Source: an optimization exercise on an open RTL-to-GDS flow (aim: small area, a short achievable clock period and few clock cycles per item). Production flows keep margins and buffers that such runs may drop. Only simulation tests tie the RTL to the original design; equivalence was not proved. Power is estimated from default activity; no workload was simulated.

## flow/design.v (module list and top-level ports; edited modules follow where they fit)
// module mult_pipe_mac: 1301 lines
// module mpm_fa: 3 lines
// module mpm_ha: 3 lines
// module mpm_bs: 4 lines
// module mpm_bsn: 4 lines
module mult_pipe_mac #(
  parameter int AW    = 18,
  parameter int BW    = 18,
  parameter int LAT   = 3,
  parameter int GUARD = 8
) (
  input  logic                   clk,
  input  logic                   rst,
  input  logic                   in_valid,
  output logic                   in_ready,
  input  logic [AW-1:0]          in_a,
  input  logic [BW-1:0]          in_b,
  input  logic                   in_signed,
  input  logic [1:0]             in_mode,
  output logic                   out_valid,
  input  logic                   out_ready,
  output logic [AW+BW+GUARD-1:0] out_data,
  output logic                   out_ovf
);
  // ...
==> flow/run.sh <==
#!/bin/bash
# synth_recipe.tcl (not shown) runs the flow's synth.tcl, then flattens the netlist and writes it again
# the make line also repeats each setting of config.mk as NAME=value (left out here)
make -C /OpenROAD-flow-scripts/flow DESIGN_CONFIG=/design/flow/config.mk WORK_HOME=/design/flow/orfs CLKGATE_MAP_FILE= SYNTH_SCRIPT=/design/flow/synth_recipe.tcl finish
==> flow/config.mk <==
export PLATFORM = sky130hd
export DESIGN_NAME = mult_pipe_mac
export DESIGN_NICKNAME = mult_pipe_mac
export VERILOG_FILES = /design/flow/design.v
export SDC_FILE = /design/flow/constraint.sdc
export NUM_CORES = 4
export LEC_CHECK = 0
export CAP_MARGIN = 20
export CORE_MARGIN = 2
export CORE_UTILIZATION = 40
export SETUP_SLACK_MARGIN = 4.0
export SLEW_MARGIN = 20
export SYNTH_HIERARCHICAL = 1
==> flow/constraint.sdc <==
create_clock -name core_clock -period 8.0 [get_ports {clk}]
set_input_delay 1.6000 -clock core_clock [delete_from_list [all_inputs] [get_ports {clk}]]
set_output_delay 1.6000 -clock core_clock [all_outputs]
set_load 0.01 [all_outputs]
==> impl_table.tex, run 1 <==
\begin{tabular}{lr}
\hline
Metric & Value \\
\hline
\multicolumn{2}{l}{\textbf{Finish}} \\
\quad Commonest non-fill, non-tap cell in the layout & xnor2\_1 \\
\quad Clock distribution area overhead in the final layout & between 3 and 4\% \\
\quad NonClk Buf Share & 7.64\% \\
\quad Register area & slightly above 6000 um2 \\
\quad Clk\_buf instances & 35 \\
\multicolumn{2}{l}{\textbf{Routing}} \\
\quad Routed vias/inst & approximately 5.4 \\
\quad Detailed Route Iter0 Violations & between 800 and 900 \\
\multicolumn{2}{l}{\textbf{Synth}} \\
\quad Cell count after synthesis & 1501 \\
\quad Yosys warning count & 7 \\
\quad Average footprint of a synthesized cell & 12.3 um2 \\
\quad Combinational family with the most area after synthesis & adder cells \\
\multicolumn{2}{l}{\textbf{Power and ir drop}} \\
\quad Combinational Power Share & $\sim$64\% \\
\quad Peak supply drop & 0.178 mV \\
\quad Switching power of the nets & 3.68 mW \\
\quad Power drawn by the combinational cells & 5.68 mW \\
\quad Pwr per Cell Area & 398 nW/um2 \\
\quad Power of the sequential group & 2.09 mW \\
\quad Fraction of power consumed by the clock network & 12.6\% \\
\multicolumn{2}{l}{\textbf{Global route}} \\
\quad Global Route met2 Usage & 33.6\% \\
\multicolumn{2}{l}{\textbf{STA}} \\
\quad Worst clock skew & 0.0108 ns \\
\quad Final critical-path share of the clock period & 49.7\% \\
\quad Relative slew slack & between 20\% and 30\% \\
\quad Final worst path period need & 3.98 ns \\
\quad Unrepaired setup endpoints after global routing & yes \\
\multicolumn{2}{l}{\textbf{Clock network}} \\
\quad Maximum count of clock buffers along a single path & 3 \\
\quad Hold-fix buffer count after cts & 0 \\
\quad CTS buffer count & 24 \\
\multicolumn{2}{l}{\textbf{Place}} \\
\quad Cell area reported after detailed placement & 20500 um2 \\
\multicolumn{2}{l}{\textbf{Worst setup path}} \\
\quad Flop2flop setup slack & 4.02 ns \\
\quad Highest fanout seen on the critical path & 6 \\
\multicolumn{2}{l}{\textbf{Run status}} \\
\quad Status & timing/DRC/antenna clean \\
\multicolumn{2}{l}{\textbf{Die}} \\
\quad Area inside the core boundary & 45500 um2 \\
\hline
\end{tabular}
Testbench counts, summed over its fixed seeds: cycles 32,024, items 32,000.
==> run 2, diff against run 1 <==
--- a/flow/design.v
+++ b/flow/design.v
@@ -17,17 +17,17 @@
   output logic [AW+BW+GUARD-1:0] out_data,
   output logic                   out_ovf
 );
   logic        stall_s;
   logic        s1_valid_r;
   logic [17:0] s1_a_r;
   logic [17:0] s1_b_r;
   logic        s1_signed_r;
-  logic [1:0]  s1_mode_r;
+  logic [1:0]  s1_mode_r;     
   logic        s2_valid_r;
   logic        s2_signed_r;
   logic [1:0]  s2_mode_r;
   logic [44:0] cs0_r;
   logic [44:0] cs1_r;
   logic        out_valid_r;
   logic [43:0] out_data_r;
   logic        out_ovf_r;
@@ -693,26 +693,29 @@
   logic tb_ks2;
   logic tb_kc2;
   logic tb_ks3;
   logic tb_kc3;
   logic tb_ks4;
   logic tb_kc4;
   logic tb_ks5;
   logic tb_kc5;
+  function automatic logic [1:0] mode_dec(input logic [1:0] m);
+    mode_dec = {m == 2'b01 || m == 2'b10, m == 2'b01};
+  endfunction
   assign stall_s  = out_valid_r && !out_ready;
   assign in_ready = !stall_s;
   always_ff @(posedge clk) begin
     if (rst)           s1_valid_r <= 1'b0;
     else if (!stall_s) s1_valid_r <= in_valid;
     if (!stall_s) begin
       s1_a_r      <= in_a;
       s1_b_r      <= in_b;
       s1_signed_r <= in_signed;
-      s1_mode_r   <= in_mode;
+      s1_mode_r   <= mode_dec(in_mode);
       s1_x18_r    <= in_signed & in_a[17];
       s1_y18_r    <= in_signed & in_b[17];
       s1_bo_r[0] <= in_b[0] ^ 1'b0;
       s1_bt_r[0] <= (in_b[1] & ~in_b[0] & ~1'b0) | (~in_b[1] & in_b[0] & 1'b0);
       s1_bn_r[0] <= in_b[1];
       s1_bo_r[1] <= in_b[2] ^ in_b[1];
       s1_bt_r[1] <= (in_b[3] & ~in_b[2] & ~in_b[1]) | (~in_b[3] & in_b[2] & in_b[1]);
       s1_bn_r[1] <= in_b[3];
@@ -1224,17 +1227,17 @@
       cs1_r[35] <= ta_hs25;
       cs0_r[36] <= ta_fs143;
       cs1_r[36] <= ta_hc25;
       cs0_r[37] <= ta_ks9;
       cs0_r[38] <= pp_9_20;
       cs1_r[38] <= ta_kc9;
     end
   end
-  assign accx_s = (s2_mode_r == 2'b01) ? {s2_signed_r & acc_r[43], acc_r} : '0;
+  assign accx_s = s2_mode_r[0] ? {s2_signed_r & acc_r[43], acc_r} : '0;
   mpm_ha u_tb_ha0 (.a(accx_s[0]), .b(cs0_r[0]), .s(tb_hs0), .co(tb_hc0));
   mpm_ha u_tb_ha1 (.a(accx_s[1]), .b(cs0_r[1]), .s(tb_hs1), .co(tb_hc1));
   mpm_fa u_tb_fa0 (.a(accx_s[2]), .b(cs0_r[2]), .c(cs1_r[2]), .s(tb_fs0), .co(tb_fc0));
   mpm_fa u_tb_fa1 (.a(accx_s[3]), .b(cs0_r[3]), .c(cs1_r[3]), .s(tb_fs1), .co(tb_fc1));
   mpm_fa u_tb_fa2 (.a(accx_s[4]), .b(cs0_r[4]), .c(cs1_r[4]), .s(tb_fs2), .co(tb_fc2));
   mpm_fa u_tb_fa3 (.a(accx_s[5]), .b(cs0_r[5]), .c(cs1_r[5]), .s(tb_fs3), .co(tb_fc3));
   mpm_fa u_tb_fa4 (.a(accx_s[6]), .b(cs0_r[6]), .c(cs1_r[6]), .s(tb_fs4), .co(tb_fc4));
   mpm_fa u_tb_fa5 (.a(accx_s[7]), .b(cs0_r[7]), .c(cs1_r[7]), .s(tb_fs5), .co(tb_fc5));
@@ -1283,21 +1286,21 @@
   assign tb_kc5 = accx_s[44] | tb_kc4;
   assign sum_s = {tb_ks5, tb_ks4, tb_ks3, tb_ks2, tb_ks1, tb_ks0, tb_fs35, tb_fc34, tb_fc33, tb_fc32, tb_fc31, tb_fc30, tb_fc29, tb_fc28, tb_fc27, tb_fc26, tb_fc25, tb_fc24, tb_fc23, tb_fc22, tb_fc21, tb_fc20, tb_fc19, tb_fc18, tb_fc17, tb_fc16, tb_fc15, tb_fc14, tb_fc13, tb_fc12, tb_fc11, tb_fc10, tb_fc9, tb_fc8, tb_fc7, tb_fc6, tb_fc5, tb_fc4, tb_fc3, tb_fc2, tb_fc1, tb_fc0, tb_fs0, tb_hc0, cs1_r[0]}
                 + {1'b0, 1'b0, 1'b0, 1'b0, 1'b0, 1'b0, tb_hc2, tb_hs2, tb_fs34, tb_fs33, tb_fs32, tb_fs31, tb_fs30, tb_fs29, tb_fs28, tb_fs27, tb_fs26, tb_fs25, tb_fs24, tb_fs23, tb_fs22, tb_fs21, tb_fs20, tb_fs19, tb_fs18, tb_fs17, tb_fs16, tb_fs15, tb_fs14, tb_fs13, tb_fs12, tb_fs11, tb_fs10, tb_fs9, tb_fs8, tb_fs7, tb_fs6, tb_fs5, tb_fs4, tb_fs3, tb_fs2, tb_fs1, tb_hc1, tb_hs1, tb_hs0};
   always_ff @(posedge clk) begin
     if (rst)           out_valid_r <= 1'b0;
     else if (!stall_s) out_valid_r <= s2_valid_r;
     if (!stall_s && s2_valid_r) begin
       out_data_r <= sum_s[43:0];
-      out_ovf_r  <= (s2_mode_r == 2'b01) && (s2_signed_r ? (sum_s[44] ^ sum_s[43]) : sum_s[44]);
+      out_ovf_r  <= s2_mode_r[0] && (s2_signed_r ? (sum_s[44] ^ sum_s[43]) : sum_s[44]);
     end
     if (rst)
       acc_r <= '0;
-    else if (!stall_s && s2_valid_r && (s2_mode_r == 2'b01 || s2_mode_r == 2'b10))
+    else if (!stall_s && s2_valid_r && s2_mode_r[1])
       acc_r <= sum_s[43:0];
   end
   assign out_valid = out_valid_r;
   assign out_data  = out_data_r;
   assign out_ovf   = out_ovf_r;
 endmodule
 module mpm_fa (input logic a, input logic b, input logic c, output logic s, output logic co);
   assign {co, s} = a + b + c;
==> flow/config.mk (replaced) <==
export PLATFORM = sky130hd
export DESIGN_NAME = mult_pipe_mac
export DESIGN_NICKNAME = mult_pipe_mac
export VERILOG_FILES = /design/flow/design.v
export SDC_FILE = /design/flow/constraint.sdc
export NUM_CORES = 4
export LEC_CHECK = 0
export CAP_MARGIN = 20
export CORE_MARGIN = 2
export CORE_UTILIZATION = 40
export SETUP_SLACK_MARGIN = 4.5
export SLEW_MARGIN = 20
export SYNTH_HIERARCHICAL = 1
==> run 2 against run 1 <==
- still clean on timing, DRC and antenna
- synthesized area increased by 0.37%
- design area increased by 7.5%
- cell count up 2.3%
- count of clock-buffer cells in the layout unchanged
- setup slack improved by 0.11 ns
- fmax grew 2.9%
- critical path type unchanged
- highest routed layer unchanged
==> impl_table.tex, run 2 <==
\begin{tabular}{lr}
\hline
Metric & Value \\
\hline
\multicolumn{2}{l}{\textbf{Run status}} \\
\quad Status & timing/DRC/antenna clean \\
\multicolumn{2}{l}{\textbf{Worst setup path}} \\
\quad Highest fanout seen on the critical path & 12 (+6) \\
\quad Arrival time at the worst endpoint & 4.15 ns \\
\quad Data required time at the worst endpoint & 8.29 ns \\
\quad Endpoint type of the worst setup path & flop \\
\quad Path type of the worst setup path & reg2reg \\
\quad CP Launch Type & flop \\
\multicolumn{2}{l}{\textbf{STA}} \\
\quad Worst clock skew & 0.0127 ns (+0.00197 ns) \\
\quad Final setup fails & 0 \\
\quad Minimum setup slack in the final design & 4.14 ns \\
\quad Worst slew pin tran & 0.911 ns \\
\quad Max frequency & 259 MHz \\
\quad Total negative slack for setup checks & 0 ns \\
\quad Final critical-path share of the clock period & 48.3\% (-1.4 points) \\
\quad Unrepaired setup endpoints after global routing & yes \\
\quad Max-slew violations & 0 \\
\quad Relative slew slack & 39.2\% (+9.6 points) \\
\quad Final worst path period need & 3.86 ns (-0.113 ns) \\
\quad Final-report hold violation count & 0 \\
\multicolumn{2}{l}{\textbf{Global route}} \\
\quad Global route overflow & 0 \\
\quad Number of antenna violations at the first check in global routing & 1 \\
\quad Global-route wire length before repair & 80.3 mm \\
\quad Total global routing track utilization & 21.9\% \\
\quad Maximum number of pins on one net before global-route repair & 72 \\
\quad Number of global-route vias before repair & 13491 \\
\multicolumn{2}{l}{\textbf{Power and ir drop}} \\
\quad Pwr per Cell Area & 407 nW/um2 (+2.4\%) \\
\quad Leakage power & 8.53 nW \\
\quad Peak supply drop & 0.209 mV (+17\%) \\
\multicolumn{2}{l}{\textbf{Die}} \\
\quad Die span in y & 219 um \\
\quad Starting density of the core & 40.7\% \\
\quad Area enclosed by the die boundary & 48000 um2 \\
\quad Top-Level Pins & 90 \\
\quad Number of core rows & 78 \\
\quad Die Span X & about 220 um \\
\quad Area inside the core boundary & 45500 um2 (unchanged) \\
\multicolumn{2}{l}{\textbf{Synth}} \\
\quad Top post-synthesis cells by count & 225 x xnor2\_1, 200 x a22oi\_2, 181 x fa\_1, 175 x edfxtp\_1, 126 x nand2\_1 \\
\quad Cell Area, Synth & 18500 um2 \\
\quad Cell count after synthesis & 1499 (-0.13\%) \\
\quad Asr flop ratio synth & 0\% \\
\quad Yosys warning count & 7 (unchanged) \\
\quad Leading post-synthesis cells by cell area & edfxtp\_1 28\%, fa\_1 20\%, a22oi\_2 14\% \\
\quad Average footprint of a synthesized cell & 12.3 um2 (+0.51\%) \\
\quad Share of the yosys chip area belonging to registers & 33.5\% \\
\quad Post-synthesis cell type with the largest combined area & edfxtp\_1 \\
\quad Most common cell in the synthesized netlist & xnor2\_1 \\
\quad Area share of the largest cell type after synthesis & between 20\% and 30\% \\
\quad Flip-flop and latch count after synthesis & 222 \\
\quad Unique cell type count in the Yosys netlist & 62 \\
\quad Most used flip-flop cell after synthesis & edfxtp\_1 \\
\quad Number of enable-type register cells in the synthesized netlist & 175 \\
\multicolumn{2}{l}{\textbf{Routing}} \\
\quad Number of detailed-route iterations in the first pass & 5 \\
\quad Post-route antenna net violation count & 0 \\
\quad Post-Route WL & 52.6 mm \\
\quad Average routed wire per standard cell & 22.2 um \\
\quad Via count & 13097 \\
\quad Number of remaining DRC errors & 0 \\
\quad Routed vias/inst & 5.53 (+2.0\%) \\
\quad Detailed Route Iter0 Violations & 965 (+18\%) \\
\multicolumn{2}{l}{\textbf{Place}} \\
\quad Worst setup slack before clock tree synthesis & roughly 2.7 ns \\
\quad Cell count after placement & about 2200 \\
\quad Cell area reported after detailed placement & 20700 um2 (+1.0\%) \\
\quad HPWL after detailed placement & 31.6 mm \\
\quad Count of buffers from port buffering & 89 \\
\quad Placer Congestion & 0.879 \\
\multicolumn{2}{l}{\textbf{Clock network}} \\
\quad Maximum count of clock buffers along a single path & 3 (unchanged) \\
\quad CTS buffer count & 24 (unchanged) \\
\quad Clock tree from TritonCTS & yes \\
\quad Worst skew pair latency & 0.53 ns \\
\quad Clock root cell & clkbuf\_16 \\
\quad Hold-fix buffer count after cts & 0 (unchanged) \\
\quad CTS sink count & 222 \\
\quad CTS clk-pin slew, worst paths & 0.06 ns \\
\quad H-Tree Depth & 1 \\
\multicolumn{2}{l}{\textbf{Finish}} \\
\quad Cell Count, Final, Fillers Out & 2370 \\
\quad Core Util, Final & 52.8\% \\
\quad Final-stage net count & 2058 \\
\quad Final design instance area without fill & 24000 um2 \\
\quad Commonest cells after routing, fill and taps aside & 206 x xnor2\_1, 200 x a22oi\_2, 175 x edfxtp\_1 \\
\quad Largest registers & acc\_r x44, out\_data\_r x44, cs0\_r x39 \\
\quad Area grow syn2layout & 29.7\% \\
\quad Commonest non-fill, non-tap cell in the layout & xnor2\_1 \\
\quad Total of fill cells in the finished design & 3822 \\
\quad Layout cells sized above 1 & 33.8\% \\
\multicolumn{2}{l}{\textbf{Min path}} \\
\quad Hold crit path type & reg2reg \\
\multicolumn{2}{l}{\textbf{Flow run}} \\
\quad Max Cap Violations & 0 \\
\hline
\end{tabular}
[run 2: cell types whose count changed after synthesis, moves of 4 or more]
cell      before  now
inv_1         60   55
nand3_1       15   11
or3_1          6    2
o211ai_1       7    3
nor2_1        35   25
and3_1         3    7
a21o_1        15   23
a31oi_1        4    8
buf_1          1    7
nor4_1         0    4
nand2_1      122  126
nor3_1         9    5
xor2_1        32   36
nand4_1        7   16
[run 2: cells by family after synthesis]
logic type	share of synthesized area, %
xor gates and xnor gates	12.4
adders and majority gates	25.3
AOI/OAI and AO/OA	19.8
DFF	33.5
buffers and inverters	1.81
muxes	0.0541
other	0.0203
and+or+nand+nor	7.13
[run 2: Yosys stat by module (local to each module, per instance)]
module         flops+latches  cell area (um2)  cells
mult_pipe_mac            222            10300    890
mpm_bs                     0             21.3      2
mpm_bsn                    0             21.3      2
mpm_ha                     0             12.5      1
mpm_fa                     0             20.0      1
[run 2: routing by layer]
metal,track usage (%),wire length (um)
met5,0,0
met4,7.07,1780
met3,2.27,2800
met2,35.4,24300
met1,30.9,23700
[run 2: final cells by class]
type | instances | area [um2] | area share [%]
Timing Repair Buffer | 237 | 2780 | 11.6
Tap cell | 600 | 751 | 3.13
Sequential cell | 222 | 6200 | 25.8
Antenna cell | 2 | 5.00 | 0.0209
Multi-Input combinational cell | 1210 | 13300 | 55.4
Clock buffer | 35 | 724 | 3.02
Inverter | 55 | 206 | 0.860
Clock inverter | 9 | 42.5 | 0.177
[run 2: per-stage QoR]
step	power [mW]	hold WS, ns
2_1_floorplan	5.73	0.400
3_3_place_gp	7.16	0.405
3_5_place_dp	7.28	0.413
4_1_cts	9.14	0.428
5_1_grt	10.5	0.444
6_report	9.78	0.426
[run 2: worst max-delay path, cell delays in order, from the launching register on]
cell	delay [ns]
edfxtp_1	0.45
buf_12	0.19
and2_4	0.14
fa_1	0.49
ha_4	0.32
nand4_1	0.15
or2_1	0.30
a31oi_4	0.22
o211a_1	0.23
o21ai_2	0.12
a2111oi_4	0.42
o21ai_2	0.13
xnor2_2	0.15
a21oi_1	0.12
and3b_1	0.18
[run 2: power breakdown]
| part | switching, mW | internal, mW |
|---|---|---|
| registers | 0.150 | 1.95 |
| logic | 3.44 | 3.18 |
| clock network | 0.441 | 0.626 |
| total | 4.03 | 5.75 |
[run 2: timing repair]
item	4_1_cts	5_1_grt
pin swaps	44	65
gates resized for setup	207	93
setup buffers	50	29
cloned	18	2
endpoints found under the setup margin	162	77
[run 2: final timing paths]
path | from | end | slack, ns | cells past startpoint
hold / removal | s1_mode_r[1]$_DFFE_PN_ | s2_mode_r[1]$_DFFE_PN_ | 0.43 | 0
setup / recovery | s2_mode_r[0]$_DFFE_PN_ | out_ovf_r$_DFFE_PP_ | 4.14 | 14
hold reg to reg | s1_mode_r[1]$_DFFE_PN_ | s2_mode_r[1]$_DFFE_PN_ | 0.43 | 0
setup reg to reg | s2_mode_r[0]$_DFFE_PN_ | out_ovf_r$_DFFE_PP_ | 4.14 | 14
Testbench counts of run 2, summed over its fixed seeds: cycles 32,024, items 32,000.
==> run 3, diff against run 2 <==
--- a/flow/config.mk
+++ b/flow/config.mk
@@ -10,3 +10,3 @@
 export CORE_UTILIZATION = 40
-export SETUP_SLACK_MARGIN = 4.5
+export SETUP_SLACK_MARGIN = 4.1
 export SLEW_MARGIN = 20
==> run 3 against run 2 <==
- clock power is 5% higher
- sequential power hardly changed
- design area is 6.6% lower
- die area stayed put
- setup slack worse by 0.046 ns
- cell count is 3.0% lower
- clock skew is 0.0051 ns higher
- critical path type unchanged
- largest power group unchanged
==> impl_table.tex, run 3 <==
\begin{tabular}{lr}
\hline
Metric & Value \\
\hline
\multicolumn{2}{l}{\textbf{Global route}} \\
\quad Global route overflow & 0 (unchanged) \\
\quad Top Usage Layer GRT & met2 \\
\quad Routing usage on met1 & 29.3\% (-1.6 points) \\
\quad Number of global-route vias before repair & 13032 (-3.4\%) \\
\quad Total global routing track utilization & 20.8\% (-1.1 points) \\
\quad Number of antenna violations at the first check in global routing & 1 (unchanged) \\
\quad Maximum number of pins on one net before global-route repair & 78 (+8.3\%) \\
\quad Global-route wire length before repair & 77.0 mm (-4.0\%) \\
\quad Met3 routing resource usage after global routing & 3.22\% (+0.94 points) \\
\quad Global Route met2 Usage & 33.3\% (-2.1 points) \\
\multicolumn{2}{l}{\textbf{Die}} \\
\quad Top-Level Pins & 90 (unchanged) \\
\quad Area enclosed by the die boundary & 48000 um2 (unchanged) \\
\quad Die Span X & 219 um (unchanged) \\
\quad Number of core rows & 78 (unchanged) \\
\quad Die span in y & 219 um (unchanged) \\
\quad Starting density of the core & 40.7\% (unchanged) \\
\quad Area inside the core boundary & 45500 um2 (unchanged) \\
\multicolumn{2}{l}{\textbf{Worst setup path}} \\
\quad Buffers plus inverters on the worst setup path & 3 (+2) \\
\quad Cell family with most CP delay & compound AO/OA/AOI/OAI gates \\
\quad Capture instance of the worst register-to-register path & out\_data\_r[34]\$\_DFFE\_PP\_ \\
\quad Flop2flop setup slack & 4.09 ns (-0.05 ns) \\
\quad Worst reg2reg startpoint & s2\_mode\_r[0]\$\_DFFE\_PN\_ \\
\quad Depth of the worst register-to-register path & 14 (unchanged) \\
\quad CP Launch Type & flop \\
\quad CP startpoint & s2\_mode\_r[0]\$\_DFFE\_PN\_ \\
\quad Endpoint type of the worst setup path & flop \\
\quad Data required time at the worst endpoint & 8.28 ns (about the same) \\
\quad Largest stage delay, worst path & 0.52 ns (+0.03 ns) \\
\quad Count of cell instances traversed by the critical path & 14 (unchanged) \\
\quad Ordered list of cells on the worst path & buf\_6 -> buf\_12 -> and2\_4 -> fa\_1 -> ha\_4 -> and4\_4 -> a32o\_2 -> a31oi\_4 -> o41a\_1 -> o31a\_1 -> o31ai\_4 -> a21boi\_2 -> xnor2\_2 -> buf\_4 \\
\quad Arrival time at the worst endpoint & 4.19 ns (+0.04 ns) \\
\quad Highest fanout seen on the critical path & 6 (-6) \\
\quad Path type of the worst setup path & reg2reg \\
\quad Crit path max-delay cell type & fa\_1 \\
\quad Setup crit end & out\_data\_r[34]\$\_DFFE\_PP\_ \\
\multicolumn{2}{l}{\textbf{Finish}} \\
\quad Final-stage net count & 1990 (-3.3\%) \\
\quad Largest registers & acc\_r x44, out\_data\_r x44, cs0\_r x39 \\
\quad Commonest cells after routing, fill and taps aside & 223 x xnor2\_1, 200 x a22oi\_2, 175 x edfxtp\_1 \\
\quad Commonest non-fill, non-tap cell in the layout & xnor2\_1 \\
\quad Area grow syn2layout & 21.2\% \\
\quad Cell Count, Final, Fillers Out & 2298 (-3.0\%) \\
\quad Layout cells sized above 1 & 26.0\% (-7.9 points) \\
\quad Number of diodes & 0 (-2) \\
\multicolumn{2}{l}{\textbf{Routing}} \\
\quad Post-route antenna net violation count & 0 (unchanged) \\
\quad Average routed wire per standard cell & 21.4 um (-3.4\%) \\
\quad Routed vias/inst & 5.47 (-1.0\%) \\
\quad Detailed Route Iter0 Violations & 832 (-14\%) \\
\quad Number of detailed-route iterations in the first pass & 5 (unchanged) \\
\quad Number of remaining DRC errors & 0 (unchanged) \\
\quad Via count & 12567 (-4.0\%) \\
\quad Post-Route WL & 49.2 mm (-6.4\%) \\
\multicolumn{2}{l}{\textbf{Clock network}} \\
\quad CTS clk-pin slew, worst paths & 0.07 ns (about the same) \\
\quad CTS sink count & 222 (unchanged) \\
\quad Hold-fix buffer count after cts & 0 (unchanged) \\
\quad Clock tree from TritonCTS & yes \\
\quad Clock root cell & clkbuf\_16 \\
\quad H-Tree Depth & 1 (unchanged) \\
\quad Worst skew pair latency & 0.52 ns (about the same) \\
\quad CTS buffer count & 23 (-4.2\%) \\
\quad Maximum count of clock buffers along a single path & 3 (unchanged) \\
\multicolumn{2}{l}{\textbf{Flow run}} \\
\quad Max Cap Violations & 0 (unchanged) \\
\multicolumn{2}{l}{\textbf{Synth}} \\
\quad Cell count after synthesis & 1499 (unchanged) \\
\quad Top post-synthesis cells by count & 225 x xnor2\_1, 200 x a22oi\_2, 181 x fa\_1, 175 x edfxtp\_1, 126 x nand2\_1 \\
\quad Most common cell in the synthesized netlist & xnor2\_1 \\
\quad Leading post-synthesis cells by cell area & edfxtp\_1 28\%, fa\_1 20\%, a22oi\_2 14\% \\
\quad Cell Area, Synth & 18500 um2 (unchanged) \\
\quad Number of enable-type register cells in the synthesized netlist & 175 (unchanged) \\
\quad Average footprint of a synthesized cell & 12.3 um2 (unchanged) \\
\quad Asr flop ratio synth & 0\% (unchanged) \\
\quad Yosys warning count & 7 (unchanged) \\
\quad Post-synthesis cell type with the largest combined area & edfxtp\_1 \\
\quad Area share of the largest cell type after synthesis & 28.4\% (unchanged) \\
\quad Unique cell type count in the Yosys netlist & 62 (unchanged) \\
\quad Flip-flop and latch count after synthesis & 222 (unchanged) \\
\quad Most used flip-flop cell after synthesis & edfxtp\_1 \\
\quad Share of the yosys chip area belonging to registers & 33.5\% (unchanged) \\
\multicolumn{2}{l}{\textbf{Power and ir drop}} \\
\quad Pwr per Cell Area & 402 nW/um2 (-1.3\%) \\
\quad Leakage power & 7.87 nW (-7.8\%) \\
\quad Peak supply drop & 0.191 mV (-8.4\%) \\
\multicolumn{2}{l}{\textbf{Run status}} \\
\quad Status & timing/DRC/antenna clean \\
\multicolumn{2}{l}{\textbf{STA}} \\
\quad Worst clock skew & 0.0179 ns (+0.00514 ns) \\
\quad Total negative slack for setup checks & 0 ns (unchanged) \\
\quad Relative slew slack & 37.7\% (-1.5 points) \\
\quad Worst slew pin tran & 0.934 ns (+0.0230 ns) \\
\quad Final setup fails & 0 (unchanged) \\
\quad Max frequency & 256 MHz (-1.2\%) \\
\quad Final-report hold violation count & 0 (unchanged) \\
\quad Final worst path period need & 3.91 ns (+0.0456 ns) \\
\quad Unrepaired setup endpoints after global routing & yes \\
\quad Final critical-path share of the clock period & 48.9\% (+0.57 points) \\
\quad Max-slew violations & 0 (unchanged) \\
\multicolumn{2}{l}{\textbf{Place}} \\
\quad Cell count after placement & 2226 (+0.045\%) \\
\quad Count of buffers from port buffering & 89 (unchanged) \\
\quad HPWL after detailed placement & 31.1 mm (-1.4\%) \\
\quad Placer Congestion & 0.873 (-0.71\%) \\
\multicolumn{2}{l}{\textbf{Min path}} \\
\quad Hold crit path type & reg2reg \\
\hline
\end{tabular}
[run 3: cell counts after synthesis]
Identical to the previous run, type by type.
[run 3: layout make-up]
| type | instances | area (um2) |
|---|---|---|
| fillers | 4033 | 23100 |
| clock buffers | 29 | 608 |
| multi-input cells | 1209 | 12800 |
| flip-flops and latches | 222 | 6200 |
| repair buffers | 171 | 1700 |
| clock inverters | 12 | 174 |
| well taps | 600 | 751 |
| inverters | 55 | 206 |
[run 3: worst min-delay path by stage]
stage | start | to | slack (ns) | cells after the start
4_1_cts | s1_mode_r[1]$_DFFE_PN_ | s2_mode_r[1]$_DFFE_PN_ | 0.44 | 0
3_5_place_dp | s1_mode_r[1]$_DFFE_PN_ | s2_mode_r[1]$_DFFE_PN_ | 0.42 | 0
3_3_place_gp | s1_mode_r[0]$_DFFE_PN_ | s2_mode_r[0]$_DFFE_PN_ | 0.41 | 0
5_1_grt | s1_mode_r[1]$_DFFE_PN_ | s2_mode_r[1]$_DFFE_PN_ | 0.46 | 0
6_report | s1_mode_r[1]$_DFFE_PN_ | s2_mode_r[1]$_DFFE_PN_ | 0.44 | 0
2_1_floorplan | s1_mode_r[0]$_DFFE_PN_ | s2_mode_r[0]$_DFFE_PN_ | 0.40 | 0
[run 3: cell families (layout without fill, tap and decap cells)]
| family | Yosys count | count (layout) | share of synthesized area, % |
|---|---|---|---|
| AO/OA/AOI/OAI | 389 | 389 | 19.8 |
| AND/OR/NAND/NOR | 270 | 272 | 7.13 |
| other | 1 | 20 | 0.0203 |
| buffers and inverters | 89 | 267 | 1.81 |
| flip-flops | 222 | 222 | 33.5 |
| adder cells (fa/ha/maj) | 265 | 265 | 25.3 |
| multiplexers | 1 | 1 | 0.0541 |
| XOR/XNOR | 262 | 262 | 12.4 |
[run 3: report_power, final]
| part | internal [mW] | switching (mW) | leakage, nW | total (mW) |
|---|---|---|---|---|
| combinational | 2.66 | 3.15 | 5.30 | 5.81 |
| sequential | 1.94 | 0.144 | 2.19 | 2.09 |
| clock | 0.670 | 0.448 | 0.377 | 1.12 |
| total | 5.28 | 3.74 | 7.87 | 9.02 |
[run 3: per-stage QoR]
stage          hold slack [ns]  instance area [um2]  power [mW]  utilization (%)  worst slack, ns
6_report                 0.436                22400        9.02             49.3             4.09
3_5_place_dp             0.422                20600        7.09             45.2             2.90
5_1_grt                  0.457                22400        9.80             49.3             3.97
2_1_floorplan            0.400                18700        5.62                -             3.29
3_3_place_gp             0.410                20600        7.00             45.2             2.91
4_1_cts                  0.437                21900        8.52             48.1             4.06
[run 3: routing by layer]
| layer | vias to the layer above | part of all wire, % |
|---|---|---|
| met3 | 75 | 5.9 |
| li1 | 5773 | - |
| met4 | 2 | 2.3 |
| met5 | - | 0.026 |
| met2 | 398 | 46 |
| met1 | 6319 | 46 |
[run 3: repair_timing]
item	in CTS	in global routing
pin swaps	17	55
resized for setup	65	94
setup buffers	10	15
setup endpoints to repair	34	34
gates cloned	5	1
[run 3: worst reg2reg max path, stage by stage, from the launching register on]
cell and delay [ns]:
edfxtp_1 0.38, buf_6 0.16, buf_12 0.14, and2_4 0.15
fa_1 0.52, ha_4 0.32, and4_4 0.23, a32o_2 0.15
a31oi_4 0.05, o41a_1 0.45, o31a_1 0.37, o31ai_4 0.32
a21boi_2 0.11, xnor2_2 0.16, buf_4 0.14
[run 3: Yosys stat by module (local to each module, per instance)]
module         flops+latches  times used
mpm_fa                     0         180
mpm_bsn                    0          10
mpm_bs                     0         190
mult_pipe_mac            222           1
mpm_ha                     0          29
==> run 4, diff against run 3 <==
--- a/flow/config.mk
+++ b/flow/config.mk
@@ -9,4 +9,4 @@
 export CORE_MARGIN = 2
-export CORE_UTILIZATION = 40
-export SETUP_SLACK_MARGIN = 4.1
+export CORE_UTILIZATION = 60
+export SETUP_SLACK_MARGIN = 4.3
 export SLEW_MARGIN = 20
==> run 4 against run 3 <==
- combinational power rose by 6.4%
- setup slack improved by 0.088 ns
- critical path type unchanged
- synthesized cell count did not move
- critical path depth rose by 1
- cell count fell by 6.4%
- largest cell class unchanged
- global-route usage rose by 7.9 points
- register-to-register slack improved by 0.09 ns
- hold slack got worse by 0.018 ns
- synthesized area did not move
==> impl_table.tex, run 4 <==
\begin{tabular}{lr}
\hline
Metric & Value \\
\hline
\multicolumn{2}{l}{\textbf{Synth}} \\
\quad Share of the yosys chip area belonging to registers & 33.5\% (unchanged) \\
\quad Leading post-synthesis cells by cell area & edfxtp\_1 28\%, fa\_1 20\%, a22oi\_2 14\% \\
\quad Most common cell in the synthesized netlist & xnor2\_1 \\
\quad Average footprint of a synthesized cell & 12.3 um2 (unchanged) \\
\quad Post-synthesis cell type with the largest combined area & edfxtp\_1 \\
\quad Unique cell type count in the Yosys netlist & 62 (unchanged) \\
\quad Number of enable-type register cells in the synthesized netlist & 175 (unchanged) \\
\quad Cell count after synthesis & 1499 (unchanged) \\
\quad Flip-flop and latch count after synthesis & 222 (unchanged) \\
\quad Most used flip-flop cell after synthesis & edfxtp\_1 \\
\quad Yosys warning count & 7 (unchanged) \\
\quad Area share of the largest cell type after synthesis & 28.4\% (unchanged) \\
\quad Asr flop ratio synth & 0\% (unchanged) \\
\quad Top post-synthesis cells by count & 225 x xnor2\_1, 200 x a22oi\_2, 181 x fa\_1, 175 x edfxtp\_1, 126 x nand2\_1 \\
\quad Cell Area, Synth & 18500 um2 (unchanged) \\
\multicolumn{2}{l}{\textbf{Worst setup path}} \\
\quad Crit path max-delay cell type & fa\_1 \\
\quad CP Launch Type & flop \\
\quad CP startpoint & s2\_mode\_r[0]\$\_DFFE\_PN\_ \\
\quad Setup crit end & out\_ovf\_r\$\_DFFE\_PP\_ \\
\quad Cell family with most CP delay & compound AO/OA/AOI/OAI gates \\
\quad Buffers plus inverters on the worst setup path & 3 (unchanged) \\
\quad Depth of the worst register-to-register path & 15 (+1) \\
\quad Most prevalent standard cell on the critical path & buf\_6 \\
\quad Arrival time at the worst endpoint & 4.11 ns (-0.08 ns) \\
\quad Data required time at the worst endpoint & 8.29 ns (about the same) \\
\quad Endpoint type of the worst setup path & flop \\
\quad Highest fanout seen on the critical path & 6 (unchanged) \\
\quad Largest stage delay, worst path & 0.48 ns (-0.04 ns) \\
\quad Path type of the worst setup path & reg2reg \\
\quad Capture instance of the worst register-to-register path & out\_ovf\_r\$\_DFFE\_PP\_ \\
\quad Ordered list of cells on the worst path & buf\_6 -> buf\_16 -> and2\_4 -> fa\_1 -> ha\_4 -> buf\_6 -> nand4\_1 -> a31oi\_4 -> o211a\_1 -> o21ai\_4 -> a2111oi\_4 -> o21ai\_2 -> xnor2\_2 -> a21oi\_1 -> and3b\_1 \\
\quad Flop2flop setup slack & 4.18 ns (+0.09 ns) \\
\quad Worst reg2reg startpoint & s2\_mode\_r[0]\$\_DFFE\_PN\_ \\
\quad Count of cell instances traversed by the critical path & 15 (+1) \\
\multicolumn{2}{l}{\textbf{Global route}} \\
\quad Global-route wire length before repair & 73.6 mm (-4.4\%) \\
\quad Global route overflow & 0 (unchanged) \\
\quad Maximum number of pins on one net before global-route repair & 74 (-5.1\%) \\
\quad Number of antenna violations at the first check in global routing & 1 (unchanged) \\
\quad Number of global-route vias before repair & 13079 (+0.36\%) \\
\quad Global Route met2 Usage & 42.8\% (+9.5 points) \\
\quad Top Usage Layer GRT & met1 \\
\quad Met3 routing resource usage after global routing & 4.66\% (+1.4 points) \\
\quad Routing usage on met1 & 43.5\% (+14 points) \\
\quad Total global routing track utilization & 28.7\% (+7.9 points) \\
\multicolumn{2}{l}{\textbf{Finish}} \\
\quad Total of fill cells in the finished design & 2019 (-50\%) \\
\quad Layout cells sized above 1 & 30.6\% (+4.6 points) \\
\quad Number of diodes & 0 (unchanged) \\
\quad Core Util, Final & 76.1\% (+27 points) \\
\quad Commonest cells after routing, fill and taps aside & 215 x xnor2\_1, 200 x a22oi\_2, 175 x edfxtp\_1 \\
\quad Final-stage net count & 2047 (+2.9\%) \\
\quad Area grow syn2layout & 25.4\% \\
\quad Commonest non-fill, non-tap cell in the layout & xnor2\_1 \\
\quad Largest registers & acc\_r x44, out\_data\_r x44, cs0\_r x39 \\
\multicolumn{2}{l}{\textbf{Routing}} \\
\quad Average routed wire per standard cell & 22.5 um (+4.9\%) \\
\quad Post-route antenna net violation count & 0 (unchanged) \\
\quad Via count & 13263 (+5.5\%) \\
\quad Post-Route WL & 48.4 mm (-1.7\%) \\
\quad Routed vias/inst & 6.16 (+13\%) \\
\quad Number of remaining DRC errors & 0 (unchanged) \\
\quad Number of detailed-route iterations in the first pass & 6 (+1) \\
\quad Detailed Route Iter0 Violations & 1236 (+49\%) \\
\multicolumn{2}{l}{\textbf{Power and ir drop}} \\
\quad Leakage power & 8.33 nW (+5.8\%) \\
\quad Power Total & 9.36 mW (+3.8\%) \\
\quad Pwr per Cell Area & 403 nW/um2 (+0.30\%) \\
\quad Peak supply drop & 0.282 mV (+47\%) \\
\multicolumn{2}{l}{\textbf{Run status}} \\
\quad Status & timing/DRC/antenna clean \\
\multicolumn{2}{l}{\textbf{STA}} \\
\quad Total negative slack for setup checks & 0 ns (unchanged) \\
\quad Unrepaired setup endpoints after global routing & yes \\
\quad Final worst path period need & 3.82 ns (-0.0881 ns) \\
\quad Final-report hold violation count & 0 (unchanged) \\
\quad Relative slew slack & 45.4\% (+7.7 points) \\
\quad Max-slew violations & 0 (unchanged) \\
\quad Worst slew pin tran & 0.818 ns (-0.116 ns) \\
\quad Worst clock skew & 0.0151 ns (-0.00277 ns) \\
\quad Final critical-path share of the clock period & 47.8\% (-1.1 points) \\
\quad Max frequency & 262 MHz (+2.3\%) \\
\quad Minimum setup slack in the final design & 4.18 ns (+0.0881 ns) \\
\quad Final setup fails & 0 (unchanged) \\
\multicolumn{2}{l}{\textbf{Place}} \\
\quad HPWL after detailed placement & 30.1 mm (-3.3\%) \\
\quad Worst setup slack before clock tree synthesis & 3.57 ns (+0.668 ns) \\
\quad Count of buffers from port buffering & 89 (unchanged) \\
\quad Placer Congestion & 0.916 (+5.0\%) \\
\multicolumn{2}{l}{\textbf{Min path}} \\
\quad Hold crit path type & reg2reg \\
\multicolumn{2}{l}{\textbf{Die}} \\
\quad Area inside the core boundary & 30500 um2 (-33\%) \\
\quad Starting density of the core & 60.7\% (+20 points) \\
\quad Die span in y & 180 um (-18\%) \\
\quad Area enclosed by the die boundary & 32300 um2 (-33\%) \\
\quad Number of core rows & 64 (-18\%) \\
\quad Die Span X & 180 um (-18\%) \\
\quad Top-Level Pins & 90 (unchanged) \\
\multicolumn{2}{l}{\textbf{Clock network}} \\
\quad Worst skew pair latency & 0.54 ns (+0.02 ns) \\
\quad Clock tree from TritonCTS & yes \\
\quad CTS buffer count & 24 (+4.3\%) \\
\quad CTS sink count & 222 (unchanged) \\
\quad Clock root cell & clkbuf\_16 \\
\quad CTS clk-pin slew, worst paths & 0.06 ns (about the same) \\
\quad H-Tree Depth & 1 (unchanged) \\
\quad Maximum count of clock buffers along a single path & 3 (unchanged) \\
\multicolumn{2}{l}{\textbf{Flow run}} \\
\quad Max Cap Violations & 0 (unchanged) \\
\hline
\end{tabular}
[run 4: logic make-up after synthesis]
logic type	count (synthesis)	synth area share, %
and+or+nand+nor	270	7.13
adders and majority gates	265	25.3
AOI/OAI and AO/OA	389	19.8
xor gates and xnor gates	262	12.4
DFF	222	33.5
other	1	0.0203
buffers and inverters	89	1.81
muxes	1	0.0541
[run 4: layout make-up]
class	count	area [um2]	area share, %
flip-flops and latches	222	6200	26.7
inverters	55	206	0.890
repair buffers	229	2510	10.8
clock inverters	11	120	0.518
clock buffers	32	641	2.76
multi-input cells	1207	13000	56.2
well taps	396	495	2.14
[run 4: per-layer routing]
metal	part of all wire [%]	up-vias	wire length [um]
li1	-	5902	-
met1	44	6674	21500
met2	45	592	21600
met3	8.2	95	3950
met4	2.9	0	1380
met5	0	-	0
[run 4: what timing repair did]
action / 4_1_cts / 5_1_grt
gates cloned: 4 / 10
hold buffers: 0 / 0
gates resized for setup: 104 / 149
buffers inserted: 33 / 40
hold endpoints to repair: 0 / 0
pin swaps: 44 / 56
endpoints found under the setup margin: 68 / 121
[run 4: worst min-delay path by stage]
stage                                   endpoint                    from  slack (ns)  depth (start not counted)
after floorplan           s2_mode_r[0]$_DFFE_PN_  s1_mode_r[0]$_DFFE_PN_        0.40                          0
after global placement     s2_signed_r$_DFFE_PN_   s1_signed_r$_DFFE_PN_        0.40                          0
after detailed placement   s2_signed_r$_DFFE_PN_   s1_signed_r$_DFFE_PN_        0.41                          0
after CTS                  s2_signed_r$_DFFE_PN_   s1_signed_r$_DFFE_PN_        0.42                          0
after global routing       s2_signed_r$_DFFE_PN_   s1_signed_r$_DFFE_PN_        0.44                          0
final                      s2_signed_r$_DFFE_PN_   s1_signed_r$_DFFE_PN_        0.42                          0
[run 4: power breakdown]
| group | internal, mW | total [mW] | switching, mW | leakage (nW) |
|---|---|---|---|---|
| Clock | 0.627 | 1.09 | 0.458 | 0.371 |
| Combinational | 2.88 | 6.18 | 3.30 | 5.77 |
| Sequential | 1.95 | 2.10 | 0.149 | 2.19 |
| Total | 5.45 | 9.36 | 3.91 | 8.33 |
[run 4: through the flow]
step	instance area, um2	instances	hold slack (ns)
after floorplan	18700	1518	0.400
after global placement	20300	2022	0.403
after detailed placement	20300	2022	0.407
after CTS	21900	2102	0.421
after global routing	23200	2152	0.439
final	23200	2152	0.418
[run 4: per-module statistics from Yosys, one instance, submodules excluded]
module	flops+latches	cells inside	copies in the design	area [um2]
mpm_bs	0	2	190	21.3
mpm_bsn	0	2	10	21.3
mpm_fa	0	1	180	20.0
mpm_ha	0	1	29	12.5
mult_pipe_mac	222	890	1	10300
==> run 5, diff against run 4 <==
==> flow/flow/run.sh (new file) <==
#!/bin/bash
set -euo pipefail
W=$PWD
RES=$W/orfs/results/$FLOW_PLATFORM/mult_pipe_mac/base
export BUFFER_PORTS_ARGS="-buffer_cell sky130_fd_sc_hd__buf_2"
bash standard.sh synth > synth.log 2>&1
sed -i 's/\bsky130_fd_sc_hd__a22oi_2\b/sky130_fd_sc_hd__a22oi_1/' "$RES/1_2_yosys.v"
touch "$RES/1_2_yosys.v"
grep -c 'sky130_fd_sc_hd__a22oi_1' "$RES/1_2_yosys.v" > downsize.log 2>&1 || true
bash standard.sh finish > layout.log 2>&1
==> flow/standard.sh (new file) <==
#!/bin/bash
# synth_recipe.tcl (not shown) runs the flow's synth.tcl, then flattens the netlist and writes it again
# the make line also repeats each setting of config.mk as NAME=value (left out here)
make -C /OpenROAD-flow-scripts/flow DESIGN_CONFIG=/design/flow/config.mk WORK_HOME=/design/flow/orfs CLKGATE_MAP_FILE= SYNTH_SCRIPT=/design/flow/synth_recipe.tcl "${@:-finish}"
--- a/flow/config.mk
+++ b/flow/config.mk
@@ -10,3 +10,4 @@
 export CORE_UTILIZATION = 60
-export SETUP_SLACK_MARGIN = 4.3
+export PLACE_DENSITY = 0.85
+export SETUP_SLACK_MARGIN = 4.1
 export SLEW_MARGIN = 20
removed: flow/run.sh
==> run 5 against run 4 <==
- still clean on timing, DRC and antenna
- clock skew fell by 0.0024 ns
- combinational power fell by 8.1%
- routed wire length rose by 0.42%
- die area fell by 5.3%
- fmax fell by 3.1%
- setup slack got worse by 0.12 ns
- non-clock buffer count fell by 20
- register-to-register slack got worse by 0.12 ns
- flip-flop and latch count did not move
- cell count fell by 1.3%
- design area fell by 11%
- hold slack barely moved
- critical path type unchanged
- largest cell class unchanged
==> impl_table.tex, run 5 <==
\begin{tabular}{lr}
\hline
Metric & Value \\
\hline
\multicolumn{2}{l}{\textbf{Die}} \\
\quad Number of core rows & 62 (-3.1\%) \\
\quad Die span in y & 175 um (-2.7\%) \\
\quad Area enclosed by the die boundary & 30600 um2 (-5.3\%) \\
\quad Die Span X & 175 um (-2.7\%) \\
\quad Starting density of the core & 61.0\% (+0.33 points) \\
\quad Top-Level Pins & 90 (unchanged) \\
\quad Area inside the core boundary & 28700 um2 (-5.9\%) \\
\multicolumn{2}{l}{\textbf{Global route}} \\
\quad Maximum number of pins on one net before global-route repair & 74 (unchanged) \\
\quad Met3 routing resource usage after global routing & 7.90\% (+3.2 points) \\
\quad Top Usage Layer GRT & met2 \\
\quad Global route overflow & 0 (unchanged) \\
\quad Total global routing track utilization & 30.2\% (+1.5 points) \\
\quad Number of global-route vias before repair & 13195 (+0.89\%) \\
\quad Global-route wire length before repair & 72.5 mm (-1.6\%) \\
\quad Number of antenna violations at the first check in global routing & 1 (unchanged) \\
\quad Routing usage on met1 & 41.3\% (-2.2 points) \\
\quad Global Route met2 Usage & 46.4\% (+3.7 points) \\
\multicolumn{2}{l}{\textbf{Clock network}} \\
\quad Clock tree from TritonCTS & yes \\
\quad Clock root cell & clkbuf\_16 \\
\quad Maximum count of clock buffers along a single path & 3 (unchanged) \\
\quad Worst skew pair latency & 0.53 ns (about the same) \\
\quad CTS clk-pin slew, worst paths & 0.06 ns (about the same) \\
\quad CTS sink count & 222 (unchanged) \\
\quad H-Tree Depth & 1 (unchanged) \\
\quad CTS buffer count & 25 (+4.2\%) \\
\multicolumn{2}{l}{\textbf{Min path}} \\
\quad Hold crit path type & reg2reg \\
\quad Count of cells along the worst hold path & 0 (unchanged) \\
\quad Hold Path End & s2\_mode\_r[1]\$\_DFFE\_PN\_ \\
\quad Worst Hold Launch & s1\_mode\_r[1]\$\_DFFE\_PN\_ \\
\multicolumn{2}{l}{\textbf{Worst setup path}} \\
\quad Largest stage delay, worst path & 0.61 ns (+0.13 ns) \\
\quad Arrival time at the worst endpoint & 4.21 ns (+0.10 ns) \\
\quad Crit path max-delay cell type & fa\_2 \\
\quad Endpoint type of the worst setup path & flop \\
\quad Path type of the worst setup path & reg2reg \\
\quad Depth of the worst register-to-register path & 10 (-5) \\
\quad CP Launch Type & flop \\
\quad Capture instance of the worst register-to-register path & cs1\_r[21]\$\_DFFE\_PN\_ \\
\quad Worst reg2reg startpoint & s1\_bo\_r[0]\$\_DFFE\_PN\_ \\
\quad Flop2flop setup slack & 4.06 ns (-0.12 ns) \\
\quad Data required time at the worst endpoint & 8.27 ns (-0.02 ns) \\
\quad Highest fanout seen on the critical path & 10 (+4) \\
\quad Ordered list of cells on the worst path & a22oi\_2 -> xor2\_1 -> inv\_1 -> ha\_1 -> inv\_1 -> fa\_1 -> fa\_2 -> fa\_1 -> fa\_2 -> ha\_1 \\
\multicolumn{2}{l}{\textbf{Routing}} \\
\quad Average routed wire per standard cell & 22.9 um (+1.8\%) \\
\quad Via count & 13605 (+2.6\%) \\
\quad Post-route antenna net violation count & 0 (unchanged) \\
\quad Number of remaining DRC errors & 0 (unchanged) \\
\quad Number of detailed-route iterations in the first pass & 11 (+5) \\
\quad Post-Route WL & 48.6 mm (+0.42\%) \\
\quad Detailed Route Iter0 Violations & 1918 (+55\%) \\
\quad Routed vias/inst & 6.41 (+4.0\%) \\
\multicolumn{2}{l}{\textbf{Power and ir drop}} \\
\quad Pwr per Cell Area & 431 nW/um2 (+6.9\%) \\
\quad Switching Fraction & 43.1\% (+1.3 points) \\
\quad Register share of total power & 23.8\% (+1.4 points) \\
\quad Leakage power & 7.98 nW (-4.2\%) \\
\quad Power Total & 8.94 mW (-4.5\%) \\
\quad Peak supply drop & 0.265 mV (-6.0\%) \\
\quad Combinational Power Share & 63.5\% (-2.5 points) \\
\quad Internal Power & 5.08 mW (-6.7\%) \\
\quad Switching power of the nets & 3.85 mW (-1.5\%) \\
\quad Fraction of power consumed by the clock network & 12.7\% (+1.1 points) \\
\multicolumn{2}{l}{\textbf{STA}} \\
\quad Final critical-path share of the clock period & 49.3\% (+1.5 points) \\
\quad Final worst path period need & 3.94 ns (+0.121 ns) \\
\quad Total negative slack for setup checks & 0 ns (unchanged) \\
\quad Relative slew slack & 42.9\% (-2.5 points) \\
\quad Unrepaired setup endpoints after global routing & yes \\
\quad Worst clock skew & 0.0127 ns (-0.00242 ns) \\
\quad Final setup fails & 0 (unchanged) \\
\quad Max frequency & 254 MHz (-3.1\%) \\
\quad Max-slew violations & 0 (unchanged) \\
\quad Final-report hold violation count & 0 (unchanged) \\
\quad Worst slew pin tran & 0.856 ns (+0.0376 ns) \\
\multicolumn{2}{l}{\textbf{Synth}} \\
\quad Yosys warning count & 7 (unchanged) \\
\quad Average footprint of a synthesized cell & 11.7 um2 (-5.4\%) \\
\quad Cell count after synthesis & 1499 (unchanged) \\
\quad Cell Area, Synth & 17500 um2 (-5.4\%) \\
\multicolumn{2}{l}{\textbf{Place}} \\
\quad Placer Congestion & 0.947 (+3.3\%) \\
\quad Count of buffers from port buffering & 89 (unchanged) \\
\quad HPWL after detailed placement & 29.0 mm (-3.8\%) \\
\multicolumn{2}{l}{\textbf{Finish}} \\
\quad Area grow syn2layout & 18.4\% \\
\quad Commonest non-fill, non-tap cell in the layout & xnor2\_1 \\
\quad Layout cells sized above 1 & 18.9\% (-12 points) \\
\quad Number of diodes & 0 (unchanged) \\
\quad Commonest cells after routing, fill and taps aside & 223 x xnor2\_1, 196 x a22oi\_1, 175 x edfxtp\_1 \\
\quad Largest registers & acc\_r x44, out\_data\_r x44, cs0\_r x39 \\
\quad Final-stage net count & 2029 (-0.88\%) \\
\multicolumn{2}{l}{\textbf{Run status}} \\
\quad Status & timing/DRC/antenna clean \\
\multicolumn{2}{l}{\textbf{Flow run}} \\
\quad Max Cap Violations & 0 (unchanged) \\
\hline
\end{tabular}
==> run 5: what timing repair did <==
action | 4_1_cts | 5_1_grt
buffers inserted | 37 | 64
pin swaps | 2 | 16
cloned | 2 | 1
gates resized for setup | 23 | 57
endpoints found under the setup margin | 24 | 29
hold buffers | 0 | 0
==> run 5: cell type report <==
class                      instances  area [um2]
multi-input combinational       1208       11500
fill                            1875        7980
sequential                       222        6200
timing repair buffer             209        1490
clock buffer                      30         684
tap                              384         480
inverter                          55         206
clock inverter                    15         134
==> run 5: worst max path at each step <==
stage                     cells after the start                    from  slack (ns)                      to
after global routing                         14  s2_mode_r[0]$_DFFE_PN_        3.98     out_ovf_r$_DFFE_PP_
after global placement                       14  s2_mode_r[0]$_DFFE_PN_        3.91     out_ovf_r$_DFFE_PP_
after floorplan                               7      s1_x18_r$_DFFE_PN_        3.86     cs0_r[24]$_DFFE_PN_
after detailed placement                     14  s2_mode_r[0]$_DFFE_PN_        3.87     out_ovf_r$_DFFE_PP_
final                                        10    s1_bo_r[0]$_DFFE_PN_        4.06     cs1_r[21]$_DFFE_PN_
after CTS                                    15  s2_mode_r[0]$_DFFE_PN_        3.99  acc_r[38]$_SDFFE_PP0P_
==> run 5: metal layers <==
layer | up-vias | routed length [um]
met3 | 260 | 5870
met2 | 977 | 21500
li1 | 5864 | -
met5 | - | 0
met4 | 0 | 2590
met1 | 6504 | 18600
==> run 5: through the flow <==
stage | setup slack (ns) | std cells | util (%) | hold WS (ns) | cell area [um2]
after global placement | 3.91 | 1974 | 64.7 | 0.404 | 18600
final | 4.06 | 2123 | 72.2 | 0.418 | 20700
after detailed placement | 3.87 | 1974 | 64.7 | 0.406 | 18600
after global routing | 3.98 | 2123 | 72.2 | 0.420 | 20700
after CTS | 3.99 | 2058 | 69.1 | 0.419 | 19800
after floorplan | 3.86 | 1518 | - | 0.400 | 17600
==> run 5: critical path: cells and delay by family (launching register included) <==
family	cells	cell delay (ns)
adder cells (fa/ha/maj)	6	2.44
flip-flops	1	0.59
AO/OA/AOI/OAI	1	0.28
XOR/XNOR	1	0.19
buffers and inverters	2	0.18
==> run 5: power groups by stage <==
| stage | Combinational [mW] | Clock [mW] | Sequential [mW] |
|---|---|---|---|
| finish | 5.68 | 1.13 | 2.13 |
| floorplan | 3.31 | 0 | 2.17 |
| global route | 6.13 | 1.19 | 2.15 |
| CTS | 5.02 | 1.14 | 2.15 |
| detailed placement | 4.73 | 0 | 2.21 |
| global placement | 4.45 | 0 | 2.19 |
==> run 6, diff against run 5 <==
--- a/flow/config.mk
+++ b/flow/config.mk
@@ -9,4 +9,3 @@
 export CORE_MARGIN = 2
-export CORE_UTILIZATION = 60
-export PLACE_DENSITY = 0.85
+export CORE_UTILIZATION = 40
 export SETUP_SLACK_MARGIN = 4.1
==> run 6 against run 5 <==
- hold slack improved by 0.0076 ns
- design area rose by 3.4%
- core utilization fell by 23 points
- synthesized cell count did not move
- register-to-register slack got worse by 0.08 ns
- fmax fell by 1.9%
- still clean on timing, DRC and antenna
- sequential power barely moved
- die area rose by 49%
- first-iteration DRC count fell by 33%
- combinational power fell by 3%
==> impl_table.tex, run 6 <==
\begin{tabular}{lr}
\hline
Metric & Value \\
\hline
\multicolumn{2}{l}{\textbf{Clock network}} \\
\quad CTS sink count & 222 (unchanged) \\
\quad Hold-fix buffer count after cts & 0 (unchanged) \\
\quad Maximum count of clock buffers along a single path & 3 (unchanged) \\
\quad Clock root cell & clkbuf\_16 \\
\quad CTS clk-pin slew, worst paths & 0.06 ns (about the same) \\
\quad H-Tree Depth & 1 (unchanged) \\
\quad Worst skew pair latency & 0.55 ns (+0.02 ns) \\
\quad CTS buffer count & 25 (unchanged) \\
\quad Clock tree from TritonCTS & yes \\
\multicolumn{2}{l}{\textbf{Finish}} \\
\quad Number of diodes & 0 (unchanged) \\
\quad Commonest cells after routing, fill and taps aside & 223 x xnor2\_1, 195 x a22oi\_1, 175 x edfxtp\_1 \\
\quad Final-stage net count & 2050 (+1.0\%) \\
\quad Largest registers & acc\_r x44, out\_data\_r x44, cs0\_r x39 \\
\quad Area grow syn2layout & 22.4\% \\
\quad Core Util, Final & 49.6\% (-23 points) \\
\quad Total of fill cells in the finished design & 3877 (+110\%) \\
\quad Layout cells sized above 1 & 20.0\% (+1.1 points) \\
\quad Commonest non-fill, non-tap cell in the layout & xnor2\_1 \\
\multicolumn{2}{l}{\textbf{Die}} \\
\quad Starting density of the core & 40.5\% (-20 points) \\
\quad Area inside the core boundary & 43200 um2 (+50\%) \\
\quad Top-Level Pins & 90 (unchanged) \\
\quad Number of core rows & 76 (+23\%) \\
\quad Area enclosed by the die boundary & 45500 um2 (+49\%) \\
\quad Die Span X & 213 um (+22\%) \\
\quad Die span in y & 213 um (+22\%) \\
\multicolumn{2}{l}{\textbf{STA}} \\
\quad Worst clock skew & 0.0257 ns (+0.0131 ns) \\
\quad Max-slew violations & 0 (unchanged) \\
\quad Total negative slack for setup checks & 0 ns (unchanged) \\
\quad Final worst path period need & 4.02 ns (+0.0761 ns) \\
\quad Final-report hold violation count & 0 (unchanged) \\
\quad Worst slew pin tran & 0.689 ns (-0.167 ns) \\
\quad Relative slew slack & 54.1\% (+11 points) \\
\quad Final critical-path share of the clock period & 50.2\% (+0.95 points) \\
\quad Max frequency & 249 MHz (-1.9\%) \\
\quad Unrepaired setup endpoints after global routing & yes \\
\quad Final setup fails & 0 (unchanged) \\
\multicolumn{2}{l}{\textbf{Power and ir drop}} \\
\quad Switching power of the nets & 3.72 mW (-3.6\%) \\
\quad Switching Fraction & 41.9\% (-1.2 points) \\
\quad Leakage power & 8.22 nW (+3.0\%) \\
\quad Peak supply drop & 0.217 mV (-18\%) \\
\quad Fraction of power consumed by the clock network & 14.1\% (+1.4 points) \\
\quad Register share of total power & 23.8\% (about the same) \\
\quad Combinational Power Share & 62.2\% (-1.3 points) \\
\quad Internal Power & 5.15 mW (+1.3\%) \\
\quad Pwr per Cell Area & 414 nW/um2 (-4.0\%) \\
\quad Power Total & 8.87 mW (-0.80\%) \\
\multicolumn{2}{l}{\textbf{Worst setup path}} \\
\quad CP Launch Type & flop \\
\quad Highest fanout seen on the critical path & 6 (-4) \\
\quad Endpoint type of the worst setup path & flop \\
\quad Arrival time at the worst endpoint & 4.32 ns (+0.11 ns) \\
\quad Data required time at the worst endpoint & 8.30 ns (+0.03 ns) \\
\quad Path type of the worst setup path & reg2reg \\
\multicolumn{2}{l}{\textbf{Run status}} \\
\quad Status & timing/DRC/antenna clean \\
\multicolumn{2}{l}{\textbf{Routing}} \\
\quad Routed vias/inst & 5.56 (-13\%) \\
\quad Detailed Route Iter0 Violations & 1291 (-33\%) \\
\quad Number of detailed-route iterations in the first pass & 6 (-5) \\
\quad Via count & 13051 (-4.1\%) \\
\quad Average routed wire per standard cell & 21.6 um (-5.5\%) \\
\quad Post-Route WL & 50.7 mm (+4.4\%) \\
\quad Number of remaining DRC errors & 0 (unchanged) \\
\quad Post-route antenna net violation count & 0 (unchanged) \\
\multicolumn{2}{l}{\textbf{Place}} \\
\quad HPWL after detailed placement & 31.0 mm (+6.9\%) \\
\quad Placer Congestion & 0.877 (-7.4\%) \\
\quad Count of buffers from port buffering & 89 (unchanged) \\
\multicolumn{2}{l}{\textbf{Synth}} \\
\quad Cell Area, Synth & 17500 um2 (unchanged) \\
\quad Yosys warning count & 7 (unchanged) \\
\quad Average footprint of a synthesized cell & 11.7 um2 (unchanged) \\
\quad Cell count after synthesis & 1499 (unchanged) \\
\multicolumn{2}{l}{\textbf{Global route}} \\
\quad Maximum number of pins on one net before global-route repair & 127 (+72\%) \\
\quad Global-route wire length before repair & 76.7 mm (+5.9\%) \\
\quad Total global routing track utilization & 22.0\% (-8.1 points) \\
\quad Number of global-route vias before repair & 13177 (-0.14\%) \\
\quad Global route overflow & 0 (unchanged) \\
\quad Number of antenna violations at the first check in global routing & 1 (unchanged) \\
\multicolumn{2}{l}{\textbf{Flow run}} \\
\quad Max Cap Violations & 0 (unchanged) \\
\multicolumn{2}{l}{\textbf{Min path}} \\
\quad Hold crit path type & reg2reg \\
\hline
\end{tabular}
-- run 6: critical path, stage by stage, from the launching register on --
cell and delay [ns]:
edfxtp_1 0.38, buf_6 0.16, buf_12 0.14, and2_4 0.14
fa_1 0.52, ha_4 0.30, buf_6 0.09, and4_4 0.25
a32o_2 0.17, a31oi_4 0.06, o41a_1 0.46, o31a_1 0.38
o31ai_4 0.33, a21boi_2 0.11, xnor2_2 0.15, buf_4 0.14
-- run 6: layout make-up --
type / count / area, um2 / share of cell area (%)
clock inverters: 13 / 206 / 0.964
repair buffers: 231 / 1870 / 8.73
flip-flops and latches: 222 / 6200 / 28.9
well taps: 585 / 732 / 3.42
multi-input cells: 1207 / 11500 / 53.8
clock buffers: 33 / 686 / 3.20
inverters: 55 / 206 / 0.964
-- run 6: power by group through the flow --
| stage | logic, mW | registers, mW | clock network [mW] |
|---|---|---|---|
| global placement | 4.58 | 2.20 | 0 |
| global route | 6.10 | 2.14 | 1.32 |
| detailed placement | 4.73 | 2.20 | 0 |
| CTS | 5.11 | 2.14 | 1.28 |
| finish | 5.51 | 2.11 | 1.25 |
| floorplan | 3.31 | 2.17 | 0 |
-- run 6: what timing repair did --
item | 4_1_cts | 5_1_grt
hold endpoints to repair | 0 | 0
gates cloned | 2 | 2
setup endpoints to repair | 39 | 37
gates resized for setup | 43 | 45
pin swaps | 14 | 29
buffers inserted | 54 | 61
-- run 6: metal layers --
layer  share of wire, %  up-vias  wire length (um)  GRT usage [%]
li1                   -     5903                 -              -
met1                 43     6447             21900           30.7
met2                 45      587             23000           34.5
met3                8.0      112              4060           3.32
met4                3.4        2              1700           8.91
met5              0.018        -                 9              0
-- run 6: final timing paths --
kind / from / endpoint / slack [ns] / depth (start not counted)
max reg2reg: s2_mode_r[0]$_DFFE_PN_ / out_data_r[34]$_DFFE_PP_ / 3.98 / 15
min reg2reg: s1_signed_r$_DFFE_PN_ / s2_signed_r$_DFFE_PN_ / 0.43 / 0
max: s2_mode_r[0]$_DFFE_PN_ / out_data_r[34]$_DFFE_PP_ / 3.98 / 15
min: s1_signed_r$_DFFE_PN_ / s2_signed_r$_DFFE_PN_ / 0.43 / 0
-- run 6: through the flow --
stage                     instance area, um2  cells  worst slack (ns)  hold slack (ns)
after CTS                              20500   2283              4.10            0.425
final                                  21400   2346              3.98            0.426
after floorplan                        17600   1518              3.86            0.400
after global placement                 18900   2181              3.82            0.405
after global routing                   21400   2346              3.86            0.437
after detailed placement               18900   2181              3.73            0.412
==> run 7, diff against run 6 <==
--- a/flow/config.mk
+++ b/flow/config.mk
@@ -9,3 +9,5 @@
 export CORE_MARGIN = 2
-export CORE_UTILIZATION = 40
+export CORE_UTILIZATION = 50
+export CTS_BUF_LIST = sky130_fd_sc_hd__clkbuf_4 sky130_fd_sc_hd__clkbuf_8
+export PLACE_DENSITY = 0.75
 export SETUP_SLACK_MARGIN = 4.1
==> run 7 against run 6 <==
- setup slack better by 0.050 ns
- critical path depth down 7
- sequential power about the same
- design area down 4.4%
- non-clock buffer count down 34
- first-iteration DRC count down 16%
- sequential share of layout area up 1.3 points
- cell count down 6.1%
- die area down 20%
- largest cell class unchanged
==> impl_table.tex, run 7 <==
\begin{tabular}{lr}
\hline
Metric & Value \\
\hline
\multicolumn{2}{l}{\textbf{Run status}} \\
\quad Status & timing/DRC/antenna clean \\
\multicolumn{2}{l}{\textbf{Global route}} \\
\quad Global-route wire length before repair & 72.0 mm (-6.2\%) \\
\quad Met3 routing resource usage after global routing & 5.31\% (+2.0 points) \\
\quad Number of global-route vias before repair & 12977 (-1.5\%) \\
\quad Total global routing track utilization & 25.6\% (+3.6 points) \\
\multicolumn{2}{l}{\textbf{Worst setup path}} \\
\quad CP startpoint & s1\_a\_r[10]\$\_DFFE\_PN\_ \\
\quad Data required time at the worst endpoint & 8.31 ns (about the same) \\
\quad CP Launch Type & flop \\
\quad Path type of the worst setup path & reg2reg \\
\multicolumn{2}{l}{\textbf{Finish}} \\
\quad Cell Count, Final, Fillers Out & 2204 (-6.1\%) \\
\quad Area grow syn2layout & 17.0\% \\
\quad Total of fill cells in the finished design & 2836 (-27\%) \\
\quad Largest registers & acc\_r x44, out\_data\_r x44, cs0\_r x39 \\
\quad Commonest non-fill, non-tap cell in the layout & xnor2\_1 \\
\multicolumn{2}{l}{\textbf{Power and ir drop}} \\
\quad Pwr per Cell Area & 410 nW/um2 (-0.95\%) \\
\quad Fraction of power consumed by the clock network & 13.1\% (-1.0 points) \\
\quad Peak supply drop & 0.203 mV (-6.4\%) \\
\multicolumn{2}{l}{\textbf{Die}} \\
\quad Top-Level Pins & 90 (unchanged) \\
\quad Area enclosed by the die boundary & 36500 um2 (-20\%) \\
\quad Die span in y & 191 um (-10\%) \\
\multicolumn{2}{l}{\textbf{Clock network}} \\
\quad CTS clk-pin slew, worst paths & 0.06 ns (about the same) \\
\quad Maximum count of clock buffers along a single path & 3 (unchanged) \\
\quad Clock tree from TritonCTS & yes \\
\multicolumn{2}{l}{\textbf{Routing}} \\
\quad Post-Route WL & 46.9 mm (-7.5\%) \\
\quad Average routed wire per standard cell & 21.3 um (-1.5\%) \\
\quad Post-route antenna net violation count & 0 (unchanged) \\
\multicolumn{2}{l}{\textbf{Place}} \\
\quad Cell count after placement & 2051 (-6.0\%) \\
\quad Placer Congestion & 0.924 (+5.3\%) \\
\multicolumn{2}{l}{\textbf{Synth}} \\
\quad Average footprint of a synthesized cell & 11.7 um2 (unchanged) \\
\quad Yosys warning count & 7 (unchanged) \\
\multicolumn{2}{l}{\textbf{STA}} \\
\quad Final critical-path share of the clock period & 49.6\% (-0.63 points) \\
\quad Max-slew violations & 0 (unchanged) \\
\quad Unrepaired setup endpoints after global routing & yes \\
\multicolumn{2}{l}{\textbf{Min path}} \\
\quad Worst Hold Launch & s1\_mode\_r[1]\$\_DFFE\_PN\_ \\
\hline
\end{tabular}
-- run 7: metrics by stage --
step | hold WS (ns) | worst slack (ns)
3_3_place_gp | 0.404 | 3.79
2_1_floorplan | 0.400 | 3.86
4_1_cts | 0.420 | 4.05
5_1_grt | 0.426 | 3.86
6_report | 0.419 | 4.03
3_5_place_dp | 0.405 | 3.77
-- run 7: cell type report --
class	count	area [um2]	area share, %
clock buffer	46	596	2.91
clock inverter	20	211	1.03
inverter	55	206	1.01
multi-input combinational	1209	11400	55.5
sequential	222	6200	30.3
tap	455	569	2.78
timing repair buffer	197	1340	6.56
-- run 7: power groups by stage --
| stage | Clock [mW] | Combinational [mW] | Sequential [mW] |
|---|---|---|---|
| after floorplan | 0 | 3.31 | 2.17 |
| after global placement | 0 | 4.56 | 2.19 |
| after detailed placement | 0 | 4.70 | 2.20 |
| after CTS | 1.13 | 4.87 | 2.14 |
| after global routing | 1.18 | 5.74 | 2.15 |
| final | 1.10 | 5.18 | 2.12 |
-- run 7: critical path, stage by stage, from the launching register on --
cell and delay (ns):
edfxtp_1 0.57, a22oi_1 0.38, xnor2_1 0.20, fa_1 0.48, fa_1 0.42, fa_1 0.39
fa_1 0.49, fa_2 0.36, fa_2 0.41
-- run 7: layer usage --
metal	vias to the layer above	wire length, um
met5	-	0
met4	0	2260
met3	181	4470
met2	728	20800
met1	6273	19400
li1	5867	-
-- run 7: worst paths after layout --
kind / depth (start not counted) / slack, ns / to
worst min-delay path: 0 / 0.42 / s2_mode_r[1]$_DFFE_PN_
worst min register to register: 0 / 0.42 / s2_mode_r[1]$_DFFE_PN_
worst max register to register: 8 / 4.03 / cs0_r[20]$_DFFE_PN_
worst max-delay path: 8 / 4.03 / cs0_r[20]$_DFFE_PN_
-- run 7: repair_timing --
item,in CTS,in global routing
buffers inserted,31,54
setup endpoints to repair,31,32
resized for setup,17,24
pin swaps,3,11
gates cloned,2,0
hold buffers,0,0
